Background: an optimization exercise with open tools, aiming at small area. Do not read the settings as production practice. Function was checked by simulation only, so behaviour that the tests miss may differ from the original. Power figures rest on the tool's default switching activity, not on a simulated workload.

== run 1 ==
Design ddr3_front_end, start of the top module:
module ddr3_front_end #(
    parameter int DATA_W           = ddr3_fe_pkg::DATA_W_DEF,
    parameter int ADDR_W           = ddr3_fe_pkg::ADDR_W_DEF,
    parameter int MAX_READS        = ddr3_fe_pkg::MAX_READS_DEF,
    parameter int QUEUE_DEPTH      = ddr3_fe_pkg::QUEUE_DEPTH_DEF,
    parameter int QUEUE_FULL_LEVEL = ddr3_fe_pkg::QUEUE_FULL_LEVEL_DEF
) (
    input  logic                  afi_clk,
    input  logic                  core_rstb,
    input  logic [2:0]            mode,    
    input  logic                  host_rd_req,
    input  logic [ADDR_W-1:0]     host_rd_addr,
    output logic                  host_rd_ready,
    output logic [DATA_W-1:0]     host_rdata,
    output logic                  host_rdata_valid,
    input  logic                  flt_wvalid,
    input  logic                  flt_rvalid,
    input  logic [ADDR_W-1:0]     flt_addr,
    input  logic [DATA_W-1:0]     flt_wdata,
    output logic                  flt_ready,
    output logic [DATA_W-1:0]     flt_rdata,
    output logic                  flt_rdata_valid,
    output logic                  init_done,
    output logic                  avl_burstbegin,
    output logic [ADDR_W-1:0]     avl_addr,
    output logic [DATA_W-1:0]     avl_wdata,
    output logic                  avl_read_req,
    output logic                  avl_write_req,
    input  logic                  avl_ready,
    input  logic                  avl_rdata_valid,
    input  logic [DATA_W-1:0]     avl_rdata
);
Size in the first run: ~530 flip-flops, about 200 I/O pins.
clock: 5.0 ns
lec_check: 0
cap_margin: 20
core_margin: 2
core_utilization: 40
cts_buf_list: sky130_fd_sc_hd__clkbuf_8
cts_cluster_diameter: 45
cts_cluster_size: 18
slew_margin: 20
synth_hierarchical: 1
standard.sh (not shown) runs the stock make flow with config.mk's settings and CLKGATE_MAP_FILE= SYNTH_SCRIPT=/design/flow/synth_recipe.tcl, a recipe that flattens the netlist after the stock synthesis.
==> flow/flow/run.sh <==
#!/bin/bash
# The standard layout with two changes:
# - the port buffers buffer_ports inserts during global placement are the
#   smallest buffer (sky130_fd_sc_hd__buf_1); every port still gets its buffer;
# - clock tree synthesis adds no dummy load cells on the clock tree's leaves.
# The clock tree settings repeat config.mk's.
set -euo pipefail
export BUFFER_PORTS_ARGS="-buffer_cell sky130_fd_sc_hd__buf_1"
export CTS_ARGS="-sink_clustering_enable -repair_clock_nets -dont_use_dummy_load -sink_clustering_size 18 -sink_clustering_max_diameter 45 -buf_list sky130_fd_sc_hd__clkbuf_8"
bash standard.sh > standard.log 2>&1
Run 1 was carried through to the last stage, and its layout satisfied the timing, DRC and antenna checks.
Input changes introduced in run 2 (baseline for comparison: run 1):
==> flow/flow/run.sh <==
#!/bin/bash
# The standard layout, except that the port buffers buffer_ports inserts during
# global placement are the smallest buffer (sky130_fd_sc_hd__buf_1) rather than
# the cell buffer_ports picks by default. Every port still gets its buffer.
set -euo pipefail
export BUFFER_PORTS_ARGS="-buffer_cell sky130_fd_sc_hd__buf_1"
bash standard.sh > standard.log 2>&1
Findings:
- Diff run 1 -> run 2: filler cell count fell 43; number of clock buffers in the layout now sits higher; core box area stayed essentially flat; portion of total power attributed to combinational logic now sits lower.
Inputs modified between run 2 and run 3:
# run 2
export LEC_CHECK = 0
export CAP_MARGIN = 20
export CORE_MARGIN = 2
export CORE_UTILIZATION = 40
export CTS_BUF_LIST = sky130_fd_sc_hd__clkbuf_8
export CTS_CLUSTER_DIAMETER = 45
export CTS_CLUSTER_SIZE = 18
export SLEW_MARGIN = 20
export SYNTH_HIERARCHICAL = 1
create_clock -name core_clock -period 5.0 [get_ports {afi_clk}]
# run 3
export LEC_CHECK = 0
export CAP_MARGIN = 20
export CORE_MARGIN = 2
export CORE_UTILIZATION = 65
export CTS_BUF_LIST = sky130_fd_sc_hd__clkbuf_8
export CTS_CLUSTER_DIAMETER = 45
export CTS_CLUSTER_SIZE = 18
export SLEW_MARGIN = 20
export SYNTH_HIERARCHICAL = 1
create_clock -name core_clock -period 5.0 [get_ports {afi_clk}]
==> flow/run.sh (new file) <==
#!/bin/bash
# synth_recipe.tcl (not shown) runs the flow's synth.tcl, then flattens the netlist and writes it again
# the make line also repeats each setting of config.mk as NAME=value (left out here)
make -C /OpenROAD-flow-scripts/flow DESIGN_CONFIG=/design/flow/config.mk WORK_HOME=/design/flow/orfs CLKGATE_MAP_FILE= SYNTH_SCRIPT=/design/flow/synth_recipe.tcl finish
removed: flow/flow/run.sh
removed: flow/standard.sh
Findings:
- Half-perimeter wire length after detailed placement in run 3 is 4.0% lower than in run 2
- Looking at area of all placed cells without fillers across both flows, run 3 is the weaker of the two, with run 2 ahead.
- Comparing run 3 against run 2, there is no change at all in number of buffers inserted for hold repair after clock tree synthesis.
- Run 2 -> run 3: maximum number of pins on one net before global-route repair increased by more than a quarter
- Delta (run 3 minus run 2): met2 track demand over resource in global routing increased by 13 points relative to the old numbers; top-level port count has remained practically unchanged; power went down.
Setup changes, run 3 to run 4
# run 3
export LEC_CHECK = 0
export CAP_MARGIN = 20
export CORE_MARGIN = 2
export CORE_UTILIZATION = 65
export CTS_BUF_LIST = sky130_fd_sc_hd__clkbuf_8
export CTS_CLUSTER_DIAMETER = 45
export CTS_CLUSTER_SIZE = 18
export SLEW_MARGIN = 20
export SYNTH_HIERARCHICAL = 1
create_clock -name core_clock -period 5.0 [get_ports {afi_clk}]
# run 4
export LEC_CHECK = 0
export CAP_MARGIN = 20
export CORE_MARGIN = 2
export CORE_UTILIZATION = 40
export SLEW_MARGIN = 20
export SYNTH_HIERARCHICAL = 1
create_clock -name core_clock -period 5.0 [get_ports {afi_clk}]
==> comparison <==
When run 4 is measured against run 3, its die area turns out 61% higher. The higher worst path setup slack after routing of run 3 and run 4 is in run 4. Run 4 vs run 3 — internal power component rose 12%. From run 3 to run 4, layout sequential cell count did not move at all. From run 3 to run 4 the numbers moved as follows: global-route usage fell 8.2 points; upper clock frequency limit rose 5.2%. Taking run 3 over run 4, the placeable core area ratio works out to 0.61. The most utilized layer in the global route result comes out met2 in one run and met1 in the other, namely in run 4 and run 3 respectively. Total power per unit cell area in run 4 is 4.5% higher than in run 3. Run 4 vs run 3: overall power after layout up in run 4. Compared with run 3, run 4 instantiates a larger number of standard cells. Cmp run 4 vs run 3: placed instance area higher in run 4.

---

Starting RTL as in the previous note.
clock: 5.0 ns
lec_check: 0
cap_margin: 20
core_margin: 2
core_utilization: 40
cts_buf_list: sky130_fd_sc_hd__clkbuf_4
cts_cluster_diameter: 40
cts_cluster_size: 10
slew_margin: 20
synth_hierarchical: 1
run.sh (not shown) runs the stock make flow with config.mk's settings and CLKGATE_MAP_FILE= SYNTH_SCRIPT=/design/flow/synth_recipe.tcl, a recipe that flattens the netlist after the stock synthesis.
Stock flow here: none of the scripts above is used.
The first run went through all stages and came out clean.
Change:
CTS_BUF_LIST = sky130_fd_sc_hd__clkbuf_8   (was sky130_fd_sc_hd__clkbuf_4)
CTS_CLUSTER_DIAMETER = 45   (was 40)
CTS_CLUSTER_SIZE = 18   (was 10)
Outcome: Clock power is about the same. Global-route usage decreases by 0.14 points. Total power stays flat. Setup slack gets better by 95 ps. Clock skew goes down by 5.7 ps. Via count fell by about 0.65%. Count of clock-buffer cells in the layout is lower by 44. Design area is about the same. Die area is unchanged. First-iteration DRC count drops by about 9%. Sequential power hardly moves.

---

ddr3_front_end, a different RTL version from the one above (not shown whole).
Size: ~520 flip-flops.
export LEC_CHECK = 0
export CAP_MARGIN = 20
export CORE_MARGIN = 2
export CORE_UTILIZATION = 60
export CTS_BUF_LIST = sky130_fd_sc_hd__clkbuf_8
export CTS_CLUSTER_DIAMETER = 45
export CTS_CLUSTER_SIZE = 18
export SLEW_MARGIN = 20
export SYNTH_HIERARCHICAL = 1
create_clock -name core_clock -period 5.0 [get_ports {afi_clk}]
standard.sh (not shown) runs the stock make flow with config.mk's settings and CLKGATE_MAP_FILE= SYNTH_SCRIPT=/design/flow/synth_recipe.tcl, a recipe that flattens the netlist after the stock synthesis.
==> flow/flow/run.sh <==
#!/bin/bash
# The standard layout with two changes:
# - the port buffers buffer_ports inserts during global placement are the
#   smallest buffer (sky130_fd_sc_hd__buf_1); every port still gets its buffer;
# - clock tree synthesis adds no dummy load cells on the clock tree's leaves.
# The clock tree settings repeat config.mk's.
set -euo pipefail
export BUFFER_PORTS_ARGS="-buffer_cell sky130_fd_sc_hd__buf_1"
export CTS_ARGS="-sink_clustering_enable -repair_clock_nets -dont_use_dummy_load -sink_clustering_size 18 -sink_clustering_max_diameter 45 -buf_list sky130_fd_sc_hd__clkbuf_8"
bash standard.sh > standard.log 2>&1
The baseline went through all stages and came out clean.
Rerun with:
==> flow/flow/run.sh (replaced) <==
#!/bin/bash
# The standard layout with two changes:
# - the port buffers buffer_ports inserts during global placement are the
#   smallest buffer (sky130_fd_sc_hd__buf_1); every port still gets its buffer;
# - clock tree synthesis adds no dummy load cells on the clock tree's leaves.
# - after global routing, non-critical cells are downsized (RECOVER_POWER).
# The clock tree settings repeat config.mk's.
set -euo pipefail
export BUFFER_PORTS_ARGS="-buffer_cell sky130_fd_sc_hd__buf_1"
export CTS_ARGS="-sink_clustering_enable -repair_clock_nets -dont_use_dummy_load -sink_clustering_size 10 -sink_clustering_max_diameter 40 -buf_list sky130_fd_sc_hd__clkbuf_4"
export RECOVER_POWER=100
bash standard.sh > standard.log 2>&1
--- a/flow/config.mk
+++ b/flow/config.mk
@@ -10,5 +10,5 @@
 export CORE_UTILIZATION = 60
-export CTS_BUF_LIST = sky130_fd_sc_hd__clkbuf_8
-export CTS_CLUSTER_DIAMETER = 45
-export CTS_CLUSTER_SIZE = 18
+export CTS_BUF_LIST = sky130_fd_sc_hd__clkbuf_4
+export CTS_CLUSTER_DIAMETER = 40
+export CTS_CLUSTER_SIZE = 10
 export SLEW_MARGIN = 20
=> With this change the flow finished but failed the layout checks on max-capacitance violations, max-slew violations; utilization goes down by 0.65 points; wire length goes up by 0.60%; via count goes up by 0.79%; sequential power goes up by about 0.5%; maximum frequency goes down by 4.4%; power goes down by 1.7%; cell area goes down by 0.99%; setup slack gets worse by 0.20 ns.
Rerun with:
--- a/flow/flow/run.sh
+++ b/flow/flow/run.sh
@@ -5,3 +5,2 @@
 # - clock tree synthesis adds no dummy load cells on the clock tree's leaves.
-# - after global routing, non-critical cells are downsized (RECOVER_POWER).
 # The clock tree settings repeat config.mk's.
@@ -10,3 +9,2 @@
 export CTS_ARGS="-sink_clustering_enable -repair_clock_nets -dont_use_dummy_load -sink_clustering_size 10 -sink_clustering_max_diameter 40 -buf_list sky130_fd_sc_hd__clkbuf_4"
-export RECOVER_POWER=100
 bash standard.sh > standard.log 2>&1
=>
- This time the run went through all stages and came out clean
- count of clock-buffer cells in the layout does not change
- power is about the same
- synthesized area does not change
- register-to-register slack barely changes
- utilization increases by 0.19 points
- clock skew decreases by 0.0038 ns
- routed wire length increases by 0.35%
- maximum frequency increases by 1.4%
- cell count does not change
- global-route usage stays the same
- via count stays flat
Rerun with:
--- a/flow/config.mk
+++ b/flow/config.mk
@@ -9,3 +9,3 @@
 export CORE_MARGIN = 2
-export CORE_UTILIZATION = 60
+export CORE_UTILIZATION = 70
 export CTS_BUF_LIST = sky130_fd_sc_hd__clkbuf_4
The new run produced a clean layout.
Global-route usage rises by 3.6 points.
Hold slack loses 0.032 ns.
Sequential power rises by about 0.5%.
Setup slack loses 0.17 ns.
Rerun with:
--- a/flow/flow/run.sh
+++ b/flow/flow/run.sh
@@ -8,3 +8,3 @@
 export BUFFER_PORTS_ARGS="-buffer_cell sky130_fd_sc_hd__buf_1"
-export CTS_ARGS="-sink_clustering_enable -repair_clock_nets -dont_use_dummy_load -sink_clustering_size 10 -sink_clustering_max_diameter 40 -buf_list sky130_fd_sc_hd__clkbuf_4"
+export CTS_ARGS="-sink_clustering_enable -repair_clock_nets -dont_use_dummy_load -sink_clustering_size 12 -sink_clustering_max_diameter 35 -buf_list sky130_fd_sc_hd__clkbuf_4"
 bash standard.sh > standard.log 2>&1
--- a/flow/config.mk
+++ b/flow/config.mk
@@ -7,9 +7,10 @@
 export LEC_CHECK = 0
-export CAP_MARGIN = 20
+export CAP_MARGIN = 5
 export CORE_MARGIN = 2
-export CORE_UTILIZATION = 70
+export CORE_UTILIZATION = 60
 export CTS_BUF_LIST = sky130_fd_sc_hd__clkbuf_4
-export CTS_CLUSTER_DIAMETER = 40
-export CTS_CLUSTER_SIZE = 10
-export SLEW_MARGIN = 20
+export CTS_CLUSTER_DIAMETER = 35
+export CTS_CLUSTER_SIZE = 12
+export GPL_TIMING_DRIVEN = 0
+export SLEW_MARGIN = 5
 export SYNTH_HIERARCHICAL = 1
Hold slack improved by 0.0038 ns; setup slack gains 0.088 ns; synthesized cell count stays the same; count of clock-buffer cells in the layout goes up by 14; design area rises by 3.4%.
Rerun with:
--- a/flow/flow/run.sh
+++ b/flow/flow/run.sh
@@ -8,3 +8,3 @@
 export BUFFER_PORTS_ARGS="-buffer_cell sky130_fd_sc_hd__buf_1"
-export CTS_ARGS="-sink_clustering_enable -repair_clock_nets -dont_use_dummy_load -sink_clustering_size 12 -sink_clustering_max_diameter 35 -buf_list sky130_fd_sc_hd__clkbuf_4"
+export CTS_ARGS="-sink_clustering_enable -repair_clock_nets -dont_use_dummy_load -sink_clustering_size 10 -sink_clustering_max_diameter 40 -buf_list sky130_fd_sc_hd__clkbuf_4"
 bash standard.sh > standard.log 2>&1
--- a/flow/config.mk
+++ b/flow/config.mk
@@ -7,3 +7,3 @@
 export LEC_CHECK = 0
-export CAP_MARGIN = 5
+export CAP_MARGIN = 20
 export CORE_MARGIN = 2
@@ -11,6 +11,6 @@
 export CTS_BUF_LIST = sky130_fd_sc_hd__clkbuf_4
-export CTS_CLUSTER_DIAMETER = 35
-export CTS_CLUSTER_SIZE = 12
+export CTS_CLUSTER_DIAMETER = 40
+export CTS_CLUSTER_SIZE = 10
 export GPL_TIMING_DRIVEN = 0
-export SLEW_MARGIN = 5
+export SLEW_MARGIN = 20
 export SYNTH_HIERARCHICAL = 1
Result: Sequential power barely changes; power decreases by 1.0%; non-clock buffer count increases by 2; cell area stays flat; synthesized area stays the same; global-route usage hardly moves; count of clock-buffer cells in the layout decreases by 13; critical path depth is unchanged; worst setup slack improved by 0.011 ns; via count decreases by 0.69%.

---

## build 2
Another version of the RTL of ddr3_front_end (not shown whole).
For scale: about 910 cells after synthesis, roughly 520 flip-flops, roughly 200 I/O pins, about 18000 um2 of cells after synthesis.
==> flow/config.mk <==
export PLATFORM = sky130hd
export DESIGN_NAME = ddr3_front_end
export DESIGN_NICKNAME = ddr3_front_end
export VERILOG_FILES = /design/flow/design.v
export SDC_FILE = /design/flow/constraint.sdc
export NUM_CORES = 4
export LEC_CHECK = 0
export CAP_MARGIN = 20
export CORE_MARGIN = 2
export CORE_UTILIZATION = 60
export CTS_BUF_LIST = sky130_fd_sc_hd__clkbuf_4
export CTS_CLUSTER_DIAMETER = 40
export CTS_CLUSTER_SIZE = 10
export PLACE_DENSITY = 0.9
export SLEW_MARGIN = 20
export SYNTH_HIERARCHICAL = 1
==> flow/constraint.sdc <==
create_clock -name core_clock -period 5.0 [get_ports {afi_clk}]
set_input_delay 1.0000 -clock core_clock [delete_from_list [all_inputs] [get_ports {afi_clk}]]
set_output_delay 1.0000 -clock core_clock [all_outputs]
set_load 0.01 [all_outputs]
==> flow/flow/run.sh <==
#!/bin/bash
# The standard layout with two changes:
# - the port buffers buffer_ports inserts during global placement are the
#   smallest buffer (sky130_fd_sc_hd__buf_1); every port still gets its buffer;
# - clock tree synthesis adds no dummy load cells on the clock tree's leaves.
# The clock tree settings repeat config.mk's.
set -euo pipefail
export BUFFER_PORTS_ARGS="-buffer_cell sky130_fd_sc_hd__buf_1"
export CTS_ARGS="-sink_clustering_enable -repair_clock_nets -dont_use_dummy_load -sink_clustering_size 10 -sink_clustering_max_diameter 40 -buf_list sky130_fd_sc_hd__clkbuf_4"
bash standard.sh > standard.log 2>&1
## Diff of input files: build 56 against build 2
--- a/flow/flow/run.sh
+++ b/flow/flow/run.sh
@@ -9 +9 @@
-export CTS_ARGS="-sink_clustering_enable -repair_clock_nets -dont_use_dummy_load -sink_clustering_size 10 -sink_clustering_max_diameter 40 -buf_list sky130_fd_sc_hd__clkbuf_4"
+export CTS_ARGS="-sink_clustering_enable -repair_clock_nets -dont_use_dummy_load -sink_clustering_size 10 -sink_clustering_max_diameter 40 -buf_list {sky130_fd_sc_hd__clkbuf_4 sky130_fd_sc_hd__clkbuf_8}"
--- a/flow/config.mk
+++ b/flow/config.mk
@@ -11 +11 @@
-export CTS_BUF_LIST = sky130_fd_sc_hd__clkbuf_4
+export CTS_BUF_LIST = sky130_fd_sc_hd__clkbuf_4 sky130_fd_sc_hd__clkbuf_8
@@ -14 +14 @@
-export PLACE_DENSITY = 0.9
+export PLACE_DENSITY = 0.8
Notes after the runs:
| fraction of power consumed by the clock network | build 56 vs build 2 | 4.4 points higher |
Build 56: flow completed, timing, DRC and antenna clean
Going from build 2 to build 56, clock buffer count higher, global-route usage lower, fraction of power consumed by sequential logic lower, layout-stage area growth over the synthesis result higher.
Build 2 → build 56: share of layout cells above drive strength 1 has increased, cell count has increased, sequential-cell power consumption has remained practically unchanged, register-to-register slack has decreased.
Worst hold slack was higher in build 56 than in build 2.
Edits applied to the flow inputs when going from build 56 to build 18:
--- a/flow/flow/run.sh
+++ b/flow/flow/run.sh
@@ -9 +9 @@
-export CTS_ARGS="-sink_clustering_enable -repair_clock_nets -dont_use_dummy_load -sink_clustering_size 10 -sink_clustering_max_diameter 40 -buf_list {sky130_fd_sc_hd__clkbuf_4 sky130_fd_sc_hd__clkbuf_8}"
+export CTS_ARGS="-sink_clustering_enable -repair_clock_nets -dont_use_dummy_load -sink_clustering_size 10 -sink_clustering_max_diameter 40 -buf_list sky130_fd_sc_hd__clkbuf_4"
--- a/flow/config.mk
+++ b/flow/config.mk
@@ -11 +11 @@
-export CTS_BUF_LIST = sky130_fd_sc_hd__clkbuf_4 sky130_fd_sc_hd__clkbuf_8
+export CTS_BUF_LIST = sky130_fd_sc_hd__clkbuf_4
@@ -14 +13,0 @@
-export PLACE_DENSITY = 0.8
==> notes.md <==
The clock-buffer cell count in build 18 is 0.897 times that in build 56.
Of build 18 and build 56, the lower met2 track utilization from global routing belongs to build 18.
Cell-internal power (build 18 vs. build 56) decreases by a little under 10%
Comparing build 18 and build 56, the higher fraction of area in registers is on build 18.
NOTE: fraction of standard cell area in multi-input logic in build 18 exceeds that of build 56
Total power delta (build 18 − build 56): favourable
Re wire length reported by the detailed router: build 18 is about 2.4% down on build 56.
NOTE non-clock buffer count build 56->build 18 increased by a few percent
The lower total number of vias of build 18 and build 56 is in build 18.
Of the two values seen for worst hold path class, input pin to flop was produced by build 18 and flop to flop by build 56.
#### Input delta (build 51 over build 18)
--- a/flow/config.mk
+++ b/flow/config.mk
@@ -13,0 +14 @@
+export PLACE_DENSITY = 0.8
### Flow results
- Build 51 completed; timing, DRC and antenna clean
- Looking at the reports, build 18 completed the entire flow and the layout it produced met the timing, DRC and antenna checks.
- Compared to build 18, the router laid down more metal wire for build 51.
- Changes observed in build 51 relative to build 18: core outline area held steady, core utilization of the finished layout held steady, portion of the clock cycle consumed by the worst path in the final layout grew by 2.1 points, internal power grew by 0.075 mW.
- Sort build 18 and build 51 by worst-margin pin slew, descending, and build 51 comes first.
- Build 51 vs. build 18: worst hold margin climbed 0.025 ns; area added between synthesis and finish stayed essentially flat.

## re-timing with driven ports
In the flow no input, the clock included, has a driving cell. The finished layouts below were timed again as built, in two steps. Step 1 assumes that a clkbuf_16 drives the clock port and a buf_2 every other input. Step 2 adds t to the input delays and takes it off the output delays; t is the mean of the earliest and latest rising clock arrival at the registers after step 1. Input paths then give back, and output paths get back, about the clock's delay inside the block. Three values: ideal, step 1, step 2; two values: the first two.
run	t (ns)	slack for setup (ns)	hold WS [ns]	clock arrival spread, ns	pins driven straight from the clock port
run 1	0.673	0.718 / 0.668 / 1.326	0.333 / 0.306 / 0.404	0.087 / 0.087	1
run 2	0.697	0.681 / 0.631 / 1.328	0.315 / 0.288 / 0.441	0.044 / 0.043	1
run 3	0.619	0.302 / 0.254 / 0.873	0.441 / 0.441 / 0.441	0.036 / 0.036	1
run 4	0.630	0.534 / 0.483 / 1.113	0.446 / 0.446 / 0.446	0.014 / 0.014	1
the first run of note 2	0.800	0.353 / 0.304 / 1.105	0.431 / 0.431 / 0.431	0.057 / 0.057	1
the second run of note 2	0.688	0.448 / 0.401 / 1.088	0.433 / 0.433 / 0.433	0.036 / 0.037	1
the first run of note 3	0.602	0.580 / 0.532 / 1.017	0.435 / 0.435 / 0.435	0.070 / 0.070	1
the second run of note 3	0.711	0.376 / 0.328 / 0.858	0.385 / 0.361 / 0.421	0.095 / 0.095	1
the third run of note 3	0.709	0.439 / 0.391 / 1.011	0.387 / 0.364 / 0.423	0.097 / 0.097	1
the fourth run of note 3	0.728	0.264 / 0.219 / 0.889	0.355 / 0.334 / 0.425	0.094 / 0.095	1
the fifth run of note 3	0.737	0.352 / 0.305 / 0.811	0.358 / 0.337 / 0.390	0.113 / 0.113	1
the sixth run of note 3	0.764	0.363 / 0.315 / 0.878	0.335 / 0.310 / 0.423	0.080 / 0.080	1
build 2	0.711	0.300 / 0.250 / 0.944	0.381 / 0.357 / 0.418	0.107 / 0.107	1
build 56	0.607	0.371 / 0.326 / 0.923	0.400 / 0.400 / 0.400	0.076 / 0.075	1
build 18	0.762	0.307 / 0.262 / 1.025	0.336 / 0.316 / 0.406	0.079 / 0.079	1
build 51	0.722	0.204 / 0.160 / 0.881	0.361 / 0.341 / 0.403	0.100 / 0.099	1
